Context: an optimization exercise on an open-source flow, tuned for a short achievable clock period and few clock cycles per item. The choices shown serve that exercise and are no tape-out recipe. RTL that was checked went through simulation tests only; none was proved equivalent to the original. Power is estimated from default activity; no workload was simulated.

==> yarrow <==
==> flow/design.v <==
package toy_pkg;
    localparam int DATA_W = 8;
    localparam logic [7:0] IO_ADDR_DEFAULT = 8'hFF;
    typedef enum logic [1:0] {
        IDLE = 2'd0,
        ADDR = 2'd1,
        DONE = 2'd3
    } state_t;
endpackage
module toy_ram_sp
#(
    parameter int         ADDR_W  = 8,
    parameter logic [7:0] IO_ADDR = toy_pkg::IO_ADDR_DEFAULT
) (
    input  logic                       CLK,
    input  logic [(1<<(ADDR_W/2))-1:0]          WROW,
    input  logic [(1<<(ADDR_W-ADDR_W/2))-1:0]   WCOL,
    input  logic [toy_pkg::DATA_W-1:0]          WDATA,
    input  logic [(1<<(ADDR_W-ADDR_W/2))-1:0]   RCOL,
    output logic [(1<<(ADDR_W/2))*toy_pkg::DATA_W-1:0] ROW_DATA
);
    localparam int ROWS = 1 << (ADDR_W / 2);
    localparam int COLS = 1 << (ADDR_W - ADDR_W / 2);
    localparam int W    = toy_pkg::DATA_W;
    logic [ROWS*COLS*W-1:0] mem;
    genvar r, c;
    generate
        for (r = 0; r < ROWS; r++) begin : g_row
            for (c = 0; c < COLS; c++) begin : g_col
                if (r * COLS + c != IO_ADDR[ADDR_W-1:0]) begin : g_st
                    logic [W-1:0] q;
                    always_ff @(posedge CLK) begin
                        if (WROW[r] && WCOL[c]) q <= WDATA;
                    end
                    assign mem[(r*COLS+c)*W +: W] = q;
                end else begin : g_io
                    assign mem[(r*COLS+c)*W +: W] = '0;
                end
            end
        end
    endgenerate
    always_comb begin
        for (int i = 0; i < ROWS; i++) begin
            ROW_DATA[i*W +: W] = '0;
            for (int j = 0; j < COLS; j++) begin
                ROW_DATA[i*W +: W] = ROW_DATA[i*W +: W] | (mem[(i*COLS+j)*W +: W] & {W{RCOL[j]}});
            end
        end
    end
endmodule
module toy_memory
#(
    parameter int         ADDR_W  = 8,
    parameter logic [7:0] IO_ADDR = toy_pkg::IO_ADDR_DEFAULT,
    parameter logic [7:0] OUT_RST = 8'h00
) (
    input  logic              CLK,
    input  logic              RESET_N,
    input  logic [toy_pkg::DATA_W-1:0] D_OUT,
    input  logic              MEM_EN,
    input  logic              WRITE_EN,
    output logic [toy_pkg::DATA_W-1:0] D_IN,
    output logic              READY,
    input  logic [toy_pkg::DATA_W-1:0] IN_PORT,
    output logic [toy_pkg::DATA_W-1:0] OUT_PORT,
    input  logic              LOAD_EN,
    input  logic [ADDR_W-1:0] LOAD_ADDR,
    input  logic [toy_pkg::DATA_W-1:0] LOAD_DATA,
    output logic              LOAD_ACK
);
    localparam int W    = toy_pkg::DATA_W;
    localparam int RB   = ADDR_W / 2;
    localparam int CB   = ADDR_W - RB;
    localparam int ROWS = 1 << RB;
    localparam int COLS = 1 << CB;
    localparam logic [RB-1:0] IO_ROW = IO_ADDR[ADDR_W-1:CB];
    localparam logic [CB-1:0] IO_COL = IO_ADDR[CB-1:0];
    toy_pkg::state_t   state_q, state_d;
    logic [W-1:0]      d_in_q, d_in_d;
    logic [W-1:0]      out_q, out_d;
    logic              ready_q, ready_d;
    logic              ack_q;
    logic              wr_q;
    logic [ROWS-1:0]   row_q, row_d;
    logic [COLS-1:0]   col_q, col_d;
    logic [ROWS*W-1:0] rbyte_q, rbyte_d;
    logic [ROWS-1:0]   crow_q, crow_d;
    logic [COLS-1:0]   ccol_q, ccol_d;
    logic [W-1:0]      cdata_q, cdata_d;
    logic              hit_q;
    logic [W-1:0]      fwd_q;
    logic [ROWS-1:0]   ld_row;
    logic [COLS-1:0]   ld_col;
    logic [W-1:0]      rsel;
    logic idle, in_addr, sel_io, load_go, proc_wr;
    assign idle    = (state_q == toy_pkg::IDLE);
    assign in_addr = (state_q == toy_pkg::ADDR);
    assign sel_io  = row_q[IO_ROW] && col_q[IO_COL];
    assign load_go = idle && !MEM_EN && LOAD_EN;
    assign proc_wr = in_addr && MEM_EN && wr_q;
    always_comb begin
        for (int k = 0; k < ROWS; k++) row_d[k] = (D_OUT[ADDR_W-1:CB] == RB'(k));
        for (int k = 0; k < COLS; k++) col_d[k] = (D_OUT[CB-1:0] == CB'(k));
        for (int k = 0; k < ROWS; k++) ld_row[k] = (LOAD_ADDR[ADDR_W-1:CB] == RB'(k));
        for (int k = 0; k < COLS; k++) ld_col[k] = (LOAD_ADDR[CB-1:0] == CB'(k));
        if (idle) begin
            crow_d  = ld_row & {ROWS{load_go}};
            ccol_d  = ld_col;
            cdata_d = LOAD_DATA;
        end else begin
            crow_d  = row_q & {ROWS{proc_wr && !sel_io}};
            ccol_d  = col_q;
            cdata_d = D_OUT;
        end
        rsel = '0;
        for (int k = 0; k < ROWS; k++) rsel = rsel | (rbyte_q[k*W +: W] & {W{row_q[k]}});
        if (hit_q) rsel = fwd_q;
    end
    always_comb begin
        state_d = state_q;
        ready_d = ready_q;
        d_in_d  = d_in_q;
        out_d   = out_q;
        case (state_q)
            toy_pkg::IDLE: begin
                if (MEM_EN) state_d = toy_pkg::ADDR;
            end
            toy_pkg::ADDR: begin
                if (!MEM_EN) begin
                    state_d = toy_pkg::IDLE;
                end else begin
                    state_d = toy_pkg::DONE;
                    ready_d = 1'b1;
                end
                if (!wr_q) begin
                    d_in_d = sel_io ? IN_PORT : rsel;
                end
                if (proc_wr && sel_io) begin
                    out_d = D_OUT;
                end
            end
            toy_pkg::DONE: begin
                if (!MEM_EN) begin
                    ready_d = 1'b0;
                    state_d = toy_pkg::IDLE;
                end
            end
            default: begin
                ready_d = 1'b0;
                state_d = toy_pkg::IDLE;
            end
        endcase
    end
    always_ff @(posedge CLK or negedge RESET_N) begin
        if (!RESET_N) begin
            state_q <= toy_pkg::IDLE;
            d_in_q  <= '0;
            out_q   <= OUT_RST;
            ready_q <= 1'b0;
            ack_q   <= 1'b0;
        end else begin
            state_q <= state_d;
            d_in_q  <= d_in_d;
            out_q   <= out_d;
            ready_q <= ready_d;
            ack_q   <= load_go;
        end
    end
    always_ff @(posedge CLK) begin
        row_q   <= row_d;
        col_q   <= col_d;
        rbyte_q <= rbyte_d;
        wr_q    <= idle ? WRITE_EN : wr_q;
        crow_q  <= crow_d;
        ccol_q  <= ccol_d;
        cdata_q <= cdata_d;
        hit_q   <= |(crow_q & row_d) && |(ccol_q & col_d);
        fwd_q   <= cdata_q;
    end
    toy_ram_sp #(
        .ADDR_W (ADDR_W),
        .IO_ADDR(IO_ADDR)
    ) u_ram (
        .CLK     (CLK),
        .WROW    (crow_q),
        .WCOL    (ccol_q),
        .WDATA   (cdata_q),
        .RCOL    (col_d),
        .ROW_DATA(rbyte_d)
    );
    assign D_IN     = d_in_q;
    assign READY    = ready_q;
    assign OUT_PORT = out_q;
    assign LOAD_ACK = ack_q;
endmodule
==> flow/run.sh <==
#!/bin/bash
# synth_recipe.tcl (not shown) runs the flow's synth.tcl, then flattens the netlist and writes it again
# the make line also repeats each setting of config.mk as NAME=value (left out here)
make -C /OpenROAD-flow-scripts/flow DESIGN_CONFIG=/design/flow/config.mk WORK_HOME=/design/flow/orfs CLKGATE_MAP_FILE= SYNTH_SCRIPT=/design/flow/synth_recipe.tcl finish
==> flow/config.mk <==
export PLATFORM = sky130hd
export DESIGN_NAME = toy_memory
export DESIGN_NICKNAME = toy_memory
export VERILOG_FILES = /design/flow/design.v
export SDC_FILE = /design/flow/constraint.sdc
export NUM_CORES = 4
export LEC_CHECK = 0
export CAP_MARGIN = 20
export CORE_MARGIN = 2
export CORE_UTILIZATION = 50
export SETUP_SLACK_MARGIN = 3.0
export SLEW_MARGIN = 20
export TNS_END_PERCENT = 10
==> flow/constraint.sdc <==
create_clock -name core_clock -period 5.0 [get_ports {CLK}]
set_input_delay 1.0000 -clock core_clock [delete_from_list [all_inputs] [get_ports {CLK}]]
set_output_delay 1.0000 -clock core_clock [all_outputs]
set_load 0.01 [all_outputs]
==> maple (differences from yarrow) <==
==> flow/design.v, changed modules only <==
module toy_ram_sp
#(
    parameter int         ADDR_W  = 8,
    parameter int         COL_W   = ADDR_W / 2,
    parameter logic [7:0] IO_ADDR = toy_pkg::IO_ADDR_DEFAULT
) (
    input  logic                       CLK,
    input  logic [(1<<(ADDR_W-COL_W))-1:0]          WROW,
    input  logic [(1<<COL_W)-1:0]   WCOL,
    input  logic [toy_pkg::DATA_W-1:0]          WDATA,
    input  logic [(1<<COL_W)-1:0]   RCOL,
    output logic [(1<<(ADDR_W-COL_W))*toy_pkg::DATA_W-1:0] ROW_DATA
);
    localparam int ROWS = 1 << (ADDR_W - COL_W);
    localparam int COLS = 1 << COL_W;
    localparam int W    = toy_pkg::DATA_W;
    logic [ROWS*COLS*W-1:0] mem;
    genvar r, c;
    generate
        for (r = 0; r < ROWS; r++) begin : g_row
            for (c = 0; c < COLS; c++) begin : g_col
                if (r * COLS + c != IO_ADDR[ADDR_W-1:0]) begin : g_st
                    logic [W-1:0] q;
                    always_ff @(posedge CLK) begin
                        if (WROW[r] && WCOL[c]) q <= WDATA;
                    end
                    assign mem[(r*COLS+c)*W +: W] = q;
                end else begin : g_io
                    assign mem[(r*COLS+c)*W +: W] = '0;
                end
            end
        end
    endgenerate
    always_comb begin
        for (int i = 0; i < ROWS; i++) begin
            ROW_DATA[i*W +: W] = '0;
            for (int j = 0; j < COLS; j++) begin
                ROW_DATA[i*W +: W] = ROW_DATA[i*W +: W] | (mem[(i*COLS+j)*W +: W] & {W{RCOL[j]}});
            end
        end
    end
endmodule
module toy_memory
#(
    parameter int         ADDR_W  = 8,
    parameter logic [7:0] IO_ADDR = toy_pkg::IO_ADDR_DEFAULT,
    parameter logic [7:0] OUT_RST = 8'h00
) (
    input  logic              CLK,
    input  logic              RESET_N,
    input  logic [toy_pkg::DATA_W-1:0] D_OUT,
    input  logic              MEM_EN,
    input  logic              WRITE_EN,
    output logic [toy_pkg::DATA_W-1:0] D_IN,
    output logic              READY,
    input  logic [toy_pkg::DATA_W-1:0] IN_PORT,
    output logic [toy_pkg::DATA_W-1:0] OUT_PORT,
    input  logic              LOAD_EN,
    input  logic [ADDR_W-1:0] LOAD_ADDR,
    input  logic [toy_pkg::DATA_W-1:0] LOAD_DATA,
    output logic              LOAD_ACK
);
    localparam int W    = toy_pkg::DATA_W;
    localparam int CB   = 3;
    localparam int RB   = ADDR_W - CB;
    localparam int ROWS = 1 << RB;
    localparam int COLS = 1 << CB;
    toy_pkg::state_t   state_q, state_d;
    logic [W-1:0]      d_in_q, d_in_d;
    logic [W-1:0]      out_q, out_d;
    logic              ready_q, ready_d;
    logic              ack_q;
    logic              wr_q;
    logic              io_q;     
    logic [ROWS-1:0]   row_q, row_d;
    logic [COLS-1:0]   col_q, col_d;
    logic [ROWS*W-1:0] rbyte_q, rbyte_d;
    logic [ROWS-1:0]   crow_q, crow_d;
    logic [COLS-1:0]   ccol_q, ccol_d;
    logic [W-1:0]      cdata_q, cdata_d;
    logic              hit_q;
    logic [W-1:0]      fwd_q;
    logic [ROWS-1:0]   ld_row;
    logic [COLS-1:0]   ld_col;
    logic [W-1:0]      rsel;
    logic idle, in_addr, sel_io, load_go, proc_wr;
    assign idle    = (state_q == toy_pkg::IDLE);
    assign in_addr = (state_q == toy_pkg::ADDR);
    assign sel_io  = io_q;
    assign load_go = idle && !MEM_EN && LOAD_EN;
    assign proc_wr = in_addr && MEM_EN && wr_q;
    always_comb begin
        for (int k = 0; k < ROWS; k++) row_d[k] = (D_OUT[ADDR_W-1:CB] == RB'(k));
        for (int k = 0; k < COLS; k++) col_d[k] = (D_OUT[CB-1:0] == CB'(k));
        for (int k = 0; k < ROWS; k++) ld_row[k] = (LOAD_ADDR[ADDR_W-1:CB] == RB'(k));
        for (int k = 0; k < COLS; k++) ld_col[k] = (LOAD_ADDR[CB-1:0] == CB'(k));
        if (idle) begin
            crow_d  = ld_row & {ROWS{load_go}};
            ccol_d  = ld_col;
            cdata_d = LOAD_DATA;
        end else begin
            crow_d  = row_q & {ROWS{proc_wr && !sel_io}};
            ccol_d  = col_q;
            cdata_d = D_OUT;
        end
        rsel = '0;
        for (int k = 0; k < ROWS; k++) rsel = rsel | (rbyte_q[k*W +: W] & {W{row_q[k]}});
        if (hit_q) rsel = fwd_q;
    end
    always_comb begin
        state_d = state_q;
        ready_d = ready_q;
        d_in_d  = d_in_q;
        out_d   = out_q;
        case (state_q)
            toy_pkg::IDLE: begin
                if (MEM_EN) state_d = toy_pkg::ADDR;
            end
            toy_pkg::ADDR: begin
                if (!MEM_EN) begin
                    state_d = toy_pkg::IDLE;
                end else begin
                    state_d = toy_pkg::DONE;
                    ready_d = 1'b1;
                end
                if (!wr_q) begin
                    d_in_d = sel_io ? IN_PORT : rsel;
                end
                if (proc_wr && sel_io) begin
                    out_d = D_OUT;
                end
            end
            toy_pkg::DONE: begin
                if (!MEM_EN) begin
                    ready_d = 1'b0;
                    state_d = toy_pkg::IDLE;
                end
            end
            default: begin
                ready_d = 1'b0;
                state_d = toy_pkg::IDLE;
            end
        endcase
    end
    always_ff @(posedge CLK or negedge RESET_N) begin
        if (!RESET_N) begin
            state_q <= toy_pkg::IDLE;
            d_in_q  <= '0;
            out_q   <= OUT_RST;
            ready_q <= 1'b0;
            ack_q   <= 1'b0;
        end else begin
            state_q <= state_d;
            d_in_q  <= d_in_d;
            out_q   <= out_d;
            ready_q <= ready_d;
            ack_q   <= load_go;
        end
    end
    always_ff @(posedge CLK) begin
        row_q   <= row_d;
        col_q   <= col_d;
        io_q    <= (D_OUT[ADDR_W-1:0] == IO_ADDR[ADDR_W-1:0]);
        rbyte_q <= rbyte_d;
        wr_q    <= idle ? WRITE_EN : wr_q;
        crow_q  <= crow_d;
        ccol_q  <= ccol_d;
        cdata_q <= cdata_d;
        hit_q   <= |(crow_q & row_d) && |(ccol_q & col_d);
        fwd_q   <= cdata_q;
    end
    toy_ram_sp #(
        .ADDR_W (ADDR_W),
        .COL_W  (CB),
        .IO_ADDR(IO_ADDR)
    ) u_ram (
        .CLK     (CLK),
        .WROW    (crow_q),
        .WCOL    (ccol_q),
        .WDATA   (cdata_q),
        .RCOL    (col_d),
        .ROW_DATA(rbyte_d)
    );
    assign D_IN     = d_in_q;
    assign READY    = ready_q;
    assign OUT_PORT = out_q;
    assign LOAD_ACK = ack_q;
endmodule
CORE_UTILIZATION = 65   (was 50)
CTS_CLUSTER_DIAMETER = 120   (was unset)
CTS_CLUSTER_SIZE = 22   (was unset)
SETUP_SLACK_MARGIN = 2.8   (was 3.0)
TNS_END_PERCENT = unset   (was 10)
==> violet (differences from yarrow) <==
==> flow/design.v, changed modules only <==
module toy_ram_sp
#(
    parameter int         ADDR_W  = 8,
    parameter int         COL_W   = ADDR_W / 2,
    parameter logic [7:0] IO_ADDR = toy_pkg::IO_ADDR_DEFAULT
) (
    input  logic                       CLK,
    input  logic [(1<<(ADDR_W-COL_W))-1:0]          WROW,
    input  logic [(1<<COL_W)-1:0]   WCOL,
    input  logic [toy_pkg::DATA_W-1:0]          WDATA,
    input  logic [(1<<COL_W)-1:0]   RCOL,
    output logic [(1<<(ADDR_W-COL_W))*toy_pkg::DATA_W-1:0] ROW_DATA
);
    localparam int ROWS = 1 << (ADDR_W - COL_W);
    localparam int COLS = 1 << COL_W;
    localparam int W    = toy_pkg::DATA_W;
    logic [ROWS*COLS*W-1:0] mem;
    genvar r, c;
    generate
        for (r = 0; r < ROWS; r++) begin : g_row
            for (c = 0; c < COLS; c++) begin : g_col
                if (r * COLS + c != IO_ADDR[ADDR_W-1:0]) begin : g_st
                    logic [W-1:0] q;
                    always_ff @(posedge CLK) begin
                        if (WROW[r] && WCOL[c]) q <= WDATA;
                    end
                    assign mem[(r*COLS+c)*W +: W] = q;
                end else begin : g_io
                    assign mem[(r*COLS+c)*W +: W] = '0;
                end
            end
        end
    endgenerate
    always_comb begin
        for (int i = 0; i < ROWS; i++) begin
            ROW_DATA[i*W +: W] = '0;
            for (int j = 0; j < COLS; j++) begin
                ROW_DATA[i*W +: W] = ROW_DATA[i*W +: W] | (mem[(i*COLS+j)*W +: W] & {W{RCOL[j]}});
            end
        end
    end
endmodule
module toy_memory
#(
    parameter int         ADDR_W  = 8,
    parameter logic [7:0] IO_ADDR = toy_pkg::IO_ADDR_DEFAULT,
    parameter logic [7:0] OUT_RST = 8'h00
) (
    input  logic              CLK,
    input  logic              RESET_N,
    input  logic [toy_pkg::DATA_W-1:0] D_OUT,
    input  logic              MEM_EN,
    input  logic              WRITE_EN,
    output logic [toy_pkg::DATA_W-1:0] D_IN,
    output logic              READY,
    input  logic [toy_pkg::DATA_W-1:0] IN_PORT,
    output logic [toy_pkg::DATA_W-1:0] OUT_PORT,
    input  logic              LOAD_EN,
    input  logic [ADDR_W-1:0] LOAD_ADDR,
    input  logic [toy_pkg::DATA_W-1:0] LOAD_DATA,
    output logic              LOAD_ACK
);
    localparam int W    = toy_pkg::DATA_W;
    localparam int CB   = 3;
    localparam int RB   = ADDR_W - CB;
    localparam int ROWS = 1 << RB;
    localparam int COLS = 1 << CB;
    toy_pkg::state_t   state_q, state_d;
    logic [W-1:0]      d_in_q, d_in_d;
    logic [W-1:0]      out_q, out_d;
    logic              ready_q, ready_d;
    logic              ack_q;
    logic              wr_q;
    logic              io_q;     
    logic [ROWS-1:0]   row_q, row_d;
    logic [COLS-1:0]   col_q, col_d;
    logic [ROWS*W-1:0] rbyte_q, rbyte_d;
    logic [ROWS-1:0]   crow_q, crow_d;
    logic [COLS-1:0]   ccol_q, ccol_d;
    logic [W-1:0]      cdata_q, cdata_d;
    logic              hit_q;
    logic [W-1:0]      fwd_q;
    logic [ROWS-1:0]   ld_row;
    logic [COLS-1:0]   ld_col;
    logic [W-1:0]      rsel;
    logic idle, in_addr, sel_io, load_go, proc_wr;
    assign idle    = (state_q == toy_pkg::IDLE);
    assign in_addr = (state_q == toy_pkg::ADDR);
    assign sel_io  = io_q;
    assign load_go = idle && !MEM_EN && LOAD_EN;
    assign proc_wr = in_addr && MEM_EN && wr_q;
    always_comb begin
        for (int k = 0; k < ROWS; k++) row_d[k] = (D_OUT[ADDR_W-1:CB] == RB'(k));
        for (int k = 0; k < COLS; k++) col_d[k] = (D_OUT[CB-1:0] == CB'(k));
        for (int k = 0; k < ROWS; k++) ld_row[k] = (LOAD_ADDR[ADDR_W-1:CB] == RB'(k));
        for (int k = 0; k < COLS; k++) ld_col[k] = (LOAD_ADDR[CB-1:0] == CB'(k));
        if (idle) begin
            crow_d  = ld_row & {ROWS{load_go}};
            ccol_d  = ld_col;
            cdata_d = LOAD_DATA;
        end else begin
            crow_d  = row_q & {ROWS{proc_wr && !sel_io}};
            ccol_d  = col_q;
            cdata_d = D_OUT;
        end
        rsel = '0;
        for (int k = 0; k < ROWS; k++) rsel = rsel | (rbyte_q[k*W +: W] & {W{row_q[k]}});
        if (hit_q) rsel = fwd_q;
    end
    always_comb begin
        state_d = state_q;
        ready_d = ready_q;
        d_in_d  = d_in_q;
        out_d   = out_q;
        case (state_q)
            toy_pkg::IDLE: begin
                if (MEM_EN) state_d = toy_pkg::ADDR;
            end
            toy_pkg::ADDR: begin
                if (!MEM_EN) begin
                    state_d = toy_pkg::IDLE;
                end else begin
                    state_d = toy_pkg::DONE;
                    ready_d = 1'b1;
                end
                if (!wr_q) begin
                    d_in_d = sel_io ? IN_PORT : rsel;
                end
                if (proc_wr && sel_io) begin
                    out_d = D_OUT;
                end
            end
            toy_pkg::DONE: begin
                if (!MEM_EN) begin
                    ready_d = 1'b0;
                    state_d = toy_pkg::IDLE;
                end
            end
            default: begin
                ready_d = 1'b0;
                state_d = toy_pkg::IDLE;
            end
        endcase
    end
    always_ff @(posedge CLK or negedge RESET_N) begin
        if (!RESET_N) begin
            state_q <= toy_pkg::IDLE;
            d_in_q  <= '0;
            out_q   <= OUT_RST;
            ready_q <= 1'b0;
            ack_q   <= 1'b0;
        end else begin
            state_q <= state_d;
            d_in_q  <= d_in_d;
            out_q   <= out_d;
            ready_q <= ready_d;
            ack_q   <= load_go;
        end
    end
    always_ff @(posedge CLK) begin
        row_q   <= row_d;
        col_q   <= col_d;
        io_q    <= (D_OUT[ADDR_W-1:0] == IO_ADDR[ADDR_W-1:0]);
        rbyte_q <= rbyte_d;
        wr_q    <= idle ? WRITE_EN : wr_q;
        crow_q  <= crow_d;
        ccol_q  <= ccol_d;
        cdata_q <= cdata_d;
        hit_q   <= |(crow_q & row_d) && |(ccol_q & col_d);
        fwd_q   <= cdata_q;
    end
    toy_ram_sp #(
        .ADDR_W (ADDR_W),
        .COL_W  (CB),
        .IO_ADDR(IO_ADDR)
    ) u_ram (
        .CLK     (CLK),
        .WROW    (crow_q),
        .WCOL    (ccol_q),
        .WDATA   (cdata_q),
        .RCOL    (col_d),
        .ROW_DATA(rbyte_d)
    );
    assign D_IN     = d_in_q;
    assign READY    = ready_q;
    assign OUT_PORT = out_q;
    assign LOAD_ACK = ack_q;
endmodule
CORE_UTILIZATION = 55   (was 50)
CTS_CLUSTER_DIAMETER = 120   (was unset)
CTS_CLUSTER_SIZE = 22   (was unset)
SETUP_SLACK_MARGIN = 3.1   (was 3.0)
TNS_END_PERCENT = unset   (was 10)
==> results by group <==
Outcome
  – Run status: finished clean

Power and ir drop
  – Internal: between 20 and 30 mW

Cells and area
  – Logic inverters: 10
  – Area of the multi-input gates: ~15000 sq um

STA
  – Worst slew margin: between 20% and 30%

Logic synthesis
  – Syn nets: about 4800
(the above is from maple)
==> results by group <==
GRT
  – Met3 usage: approximately 5.4%

Setup path
  – Worst endpoint data arrival time: between 1000 and 1500 ps
  – Critical Path End Type: primary output

Cells and area
  – Logic inverters: 10

Outcome
  – Run status: finished clean

Power and ir drop
  – Internal: approximately 28 mW
  – Total power: 35.6 mW

Floorplanning
  – CORE AREA: about 150000 sq um

Route
  – WL met3: between 20000 and 30000 um
(the above is from violet)
==> results by group <==
Outcome
  – Run status: finished clean

Cells and area
  – Sequential cells: between 2000 and 2500
  – Logic inverters: 21
  – Area of the multi-input gates: between 15000 and 20000 sq um

Power and ir drop
  – Combinational cell fraction of total power: under 10%
  – Internal: between 30 and 40 mW

Logic synthesis
  – Syn nets: approximately 5100

Floorplanning
  – Initial core utilization: 50.2%

Route
  – Top Layer Used: met5

STA
  – Worst slew margin: a little over 20%
(the above is from yarrow)
Testbench counts of maple, summed over its fixed seeds: cycles 47,992, accesses 16,000.
Testbench counts of violet, summed over its fixed seeds: cycles 47,992, accesses 16,000.
Only the layout flow was run in yarrow; the RTL was not checked for function there.

port drivers added, routing unchanged:
The flow's constraints put no driver on any port. The routed layouts listed below were extracted and timed again, unchanged, in two steps. Step 1 sets driving cells, clkbuf_16 on the clock port and buf_2 on the other inputs (assumed; they add their load-dependent delay and slew). Step 2, shift: input delay + t, output delay - t, t = (earliest + latest rising clock arrival at the registers) / 2. This alone moves slack from input paths to output paths. Three values: ideal, step 1, step 2; two values: the first two.
run | t (ns) | setup WS [ns] | latest minus earliest clock arrival (ns) | pins driven straight from the clock port
yarrow | 0.968 | 2.565 / 2.472 / 1.534 | 0.054 / 0.055 | 1
maple | 0.851 | 2.591 / 2.509 / 1.923 | 0.019 / 0.019 | 1
violet | 0.853 | 2.670 / 2.586 / 2.177 | 0.044 / 0.044 | 1
After both steps setup and hold are still met in every run listed. For yarrow, which loses most, drivers alone change the setup slack by -0.093 ns; drivers and shift together by -1.031 ns.
